This is an optimization exercise on Yosys and OpenROAD, whose aim is small area, not a production implementation.
In this exercise RTL edits were held to simulation tests only and were not proved equivalent to the original.
Power is estimated from default activity; no workload was simulated.

## video_overlay
module video_overlay (
	input wire logic clk,
	input wire logic rst,
	input wire logic [1:0] switches,
	input wire track_pkg::buttons_t buttons,
	input wire video_pkg::raster_t raster,
	input wire video_pkg::rgb666_t pixel_in,
	input wire video_pkg::hsv_t hsv_in,
	input wire track_pkg::pos_t com_pos,
	input wire track_pkg::pos_t light_pos,
	input wire logic com_ready,
	output video_pkg::rgb666_t pixel_out,
	output logic hsync_out,
	output logic vsync_out,
	output logic blank_out,
	output track_pkg::readout_t readout
);
For scale: about 1200 cells after synthesis, ~650 flip-flops, ~0.017 mm2 of cells after synthesis.
==> flow/config.mk <==
export PLATFORM = sky130hd
export DESIGN_NAME = video_overlay
export DESIGN_NICKNAME = video_overlay
export VERILOG_FILES = /design/flow/design.v
export SDC_FILE = /design/flow/constraint.sdc
export NUM_CORES = 4
export LEC_CHECK = 0
export CAP_MARGIN = 20
export CORE_MARGIN = 2
export CORE_UTILIZATION = 70
export SLEW_MARGIN = 20
==> flow/constraint.sdc <==
create_clock -name core_clock -period 6.0 [get_ports {clk}]
set_input_delay 1.2000 -clock core_clock [delete_from_list [all_inputs] [get_ports {clk}]]
set_output_delay 1.2000 -clock core_clock [all_outputs]
set_load 0.01 [all_outputs]
standard.sh (not shown) runs the stock make flow with config.mk's settings and CLKGATE_MAP_FILE= SYNTH_SCRIPT=/design/flow/synth_recipe.tcl, a recipe that flattens the netlist after the stock synthesis.
==> flow/flow/run.sh <==
#!/bin/bash
# standard layout, with minimum-size port buffers and a leaner clock tree
set -euo pipefail
export BUFFER_PORTS_ARGS="-buffer_cell sky130_fd_sc_hd__buf_1"
export CTS_ARGS="-sink_clustering_enable -repair_clock_nets -dont_use_dummy_load -buf_list sky130_fd_sc_hd__clkbuf_4 -sink_clustering_size 12 -sink_clustering_max_diameter 40"
bash standard.sh > standard_flow.log 2>&1
Next try:
--- a/flow/design.v
+++ b/flow/design.v
@@ -75,33 +75,26 @@
 	input wire logic clk,
 	input wire logic rst,
 	input wire logic step,
 	input wire track_pkg::buttons_t buttons,
 	output track_pkg::pos_t cursor
 );
+	logic y_at_max, x_at_max;
 	logic y_inc, y_dec, x_inc, x_dec;
-	assign y_inc = step & buttons.down & ~(cursor.y[9] & cursor.y[8]);
-	assign y_dec = step & ~y_inc & buttons.up & (|cursor.y);
-	assign x_inc = step & buttons.right & ~cursor.x[10];
-	assign x_dec = step & ~x_inc & buttons.left & (|cursor.x);
-	logic [10:0] y_t;
-	logic [11:0] x_t;
-	assign y_t[0] = y_inc | y_dec;
-	assign x_t[0] = x_inc | x_dec;
-	for (genvar i = 0; i < 10; i++) begin : g_yt
-		assign y_t[i+1] = y_t[i] & (cursor.y[i] ^ y_dec);
-	end
-	for (genvar i = 0; i < 11; i++) begin : g_xt
-		assign x_t[i+1] = x_t[i] & (cursor.x[i] ^ x_dec);
-	end
+	assign y_at_max = cursor.y[9] & cursor.y[8];
+	assign x_at_max = cursor.x[10];
+	assign y_inc = buttons.down & ~y_at_max;
+	assign y_dec = ~y_inc & buttons.up & (|cursor.y);
+	assign x_inc = buttons.right & ~x_at_max;
+	assign x_dec = ~x_inc & buttons.left & (|cursor.x);
 	always_ff @(posedge clk) begin
 		if (rst) begin
 			cursor <= '0;
-		end else begin
-			cursor.y <= cursor.y ^ y_t[9:0];
-			cursor.x <= cursor.x ^ x_t[10:0];
+		end else if (step) begin
+			if (y_inc | y_dec) cursor.y <= cursor.y + {{9{y_dec}}, 1'b1};
+			if (x_inc | x_dec) cursor.x <= cursor.x + {{10{x_dec}}, 1'b1};
 		end
 	end
 endmodule
 `default_nettype wire
 `default_nettype none
 module sync_delay #(
@@ -144,22 +137,26 @@
 		if (rst) begin
 			com_latched <= '0;
 		end else if (com_ready) begin
 			com_latched <= com_pos;
 		end
 	end
+	logic [11:0] dx;
+	logic [10:0] dy;
 	logic near_x, near_y;
 	logic near_com;
 	logic on_light;
 	logic on_cursor;
 	logic hue_ok;
 	logic sv_ok;
 	logic use_pixel;
 	logic [5:0] c_r, c_g, c_b;
-	near2 #(.W(11)) u_near_x (.a(raster.hcount), .b(com_latched.x), .near(near_x));
-	near2 #(.W(10)) u_near_y (.a(raster.vcount), .b(com_latched.y), .near(near_y));
+	assign dx = {1'b0, raster.hcount} - {1'b0, com_latched.x};
+	assign dy = {1'b0, raster.vcount} - {1'b0, com_latched.y};
+	assign near_x = (dx[11:2] == '0 && dx[1:0] != 2'b11) || (dx[11:1] == '1);
+	assign near_y = (dy[10:2] == '0 && dy[1:0] != 2'b11) || (dy[10:1] == '1);
 	assign near_com = near_x | near_y;
 	assign on_light = (raster.hcount == light_pos.x) || (raster.vcount == light_pos.y);
 	assign on_cursor = (raster.hcount == cursor.x) || (raster.vcount == cursor.y);
 	assign hue_ok = (hsv_in.h >= 8'hEB) && (hsv_in.h <= 8'hFA);
 	assign sv_ok = (hsv_in.s > 8'h88) && (hsv_in.v > 8'h88);
 	always_comb begin
@@ -201,49 +198,34 @@
 				vsync_out <= raster.vsync;
 				blank_out <= raster.blank;
 			end
 		end
 	end
 endmodule
-module near2 #(parameter int W = 11) (
-	input wire logic [W-1:0] a,
-	input wire logic [W-1:0] b,
-	output logic near
-);
-	logic [W:0] bw;
-	logic [W-1:0] d;
-	assign bw[0] = 1'b0;
-	for (genvar i = 0; i < W; i++) begin : g_b
-		assign d[i] = a[i] ^ b[i] ^ bw[i];
-		assign bw[i+1] = (~a[i] & b[i]) | (~(a[i] ^ b[i]) & bw[i]);
-	end
-	assign near = bw[W] ? (&d[W-1:1]) : ((d[W-1:2] == '0) && !(d[1] && d[0]));
-endmodule
 `default_nettype wire
 `default_nettype none
 module readout_latch (
 	input wire logic clk,
 	input wire logic rst,
 	input wire logic track_en,
-	input wire logic del_valid,
 	input wire track_pkg::pos_t pos_del,
 	input wire video_pkg::hsv_t hsv_in,
 	input wire track_pkg::pos_t com_latched,
 	input wire track_pkg::pos_t cursor,
 	output track_pkg::readout_t readout
 );
 	logic at_com;
 	logic at_cursor;
-	assign at_com = del_valid ? (pos_del == com_latched) : (com_latched == '0);
-	assign at_cursor = del_valid ? (pos_del == cursor) : (cursor == '0);
+	assign at_com = (pos_del == com_latched);
+	assign at_cursor = (pos_del == cursor);
 	always_ff @(posedge clk) begin
 		if (rst) begin
 			readout <= '0;
 		end else if ((track_en && at_com) || at_cursor) begin
 			readout.hue <= hsv_in.h;
-			readout.pos <= pos_del & {21{del_valid}};
+			readout.pos <= pos_del;
 		end
 	end
 endmodule
 `default_nettype wire
 `default_nettype none
 module video_overlay (
@@ -302,13 +284,13 @@
 	);
 	sync_delay u_sync_delay (
 		.clk(clk),
 		.raster(raster),
 		.raster_del(raster_pipe)
 	);
-	assign raster_del = {raster_pipe[23:3], raster_pipe[2:0] & {3{del_valid}}};
+	assign raster_del = raster_pipe & {24{del_valid}};
 	overlay_mixer u_overlay_mixer (
 		.clk(clk),
 		.rst(rst),
 		.mode(mode),
 		.raster(raster),
 		.syncs_del(raster_del[2:0]),
@@ -325,13 +307,12 @@
 		.com_latched(com_latched)
 	);
 	readout_latch u_readout_latch (
 		.clk(clk),
 		.rst(rst),
 		.track_en(track_en),
-		.del_valid(del_valid),
 		.pos_del(raster_del[23:3]),
 		.hsv_in(hsv_in),
 		.com_latched(com_latched),
 		.cursor(cursor),
 		.readout(readout)
 	);
What happened: The changed run produced a clean layout. Clock-buffer cell count grows by 7. Setup slack improves by 1.5 ns. Design area grows by 8.0%. Non-clock buffer count shrinks by 12. Global-route usage grows by 1.4 points. Power grows by 2.7%. Cell count grows by 18%. Clock skew grows by 0.021 ns. Register-to-register slack improves by 1.8 ns. Routed wire length grows by 20%. Utilization shrinks by 1.4 points. Area after synthesis grows by 9.0%. Fmax grows by 33%.

-- port drivers added, routing unchanged --
The results above use ideal ports. As a check the final layouts listed here were re-extracted and re-timed, cells and wires unchanged. Step 1: set_driving_cell puts a clkbuf_16 on clk and a buf_2 on each other input, an assumption about the parent block. Step 2 times the ports against the registers' clock, not the clock port: input delays grow and output delays shrink by t, the midpoint of the rising clock arrivals with the driver on. a / b / c = ideal ports / drivers / drivers and shift; a / b = the first two.
run	t, ns	setup WS [ns]	slew at the worst register clock pin (ns)
the first run	0.741	0.152 / 0.123 / -0.618	0.12 / 0.12
the second run	0.712	1.608 / 1.634 / 0.922	0.12 / 0.12
With both steps, setup timing fails in the first run, where it was met with ideal ports. The setup slack of the first run, which loses most, moves by -0.029 ns with the drivers and by -0.770 ns with both steps.
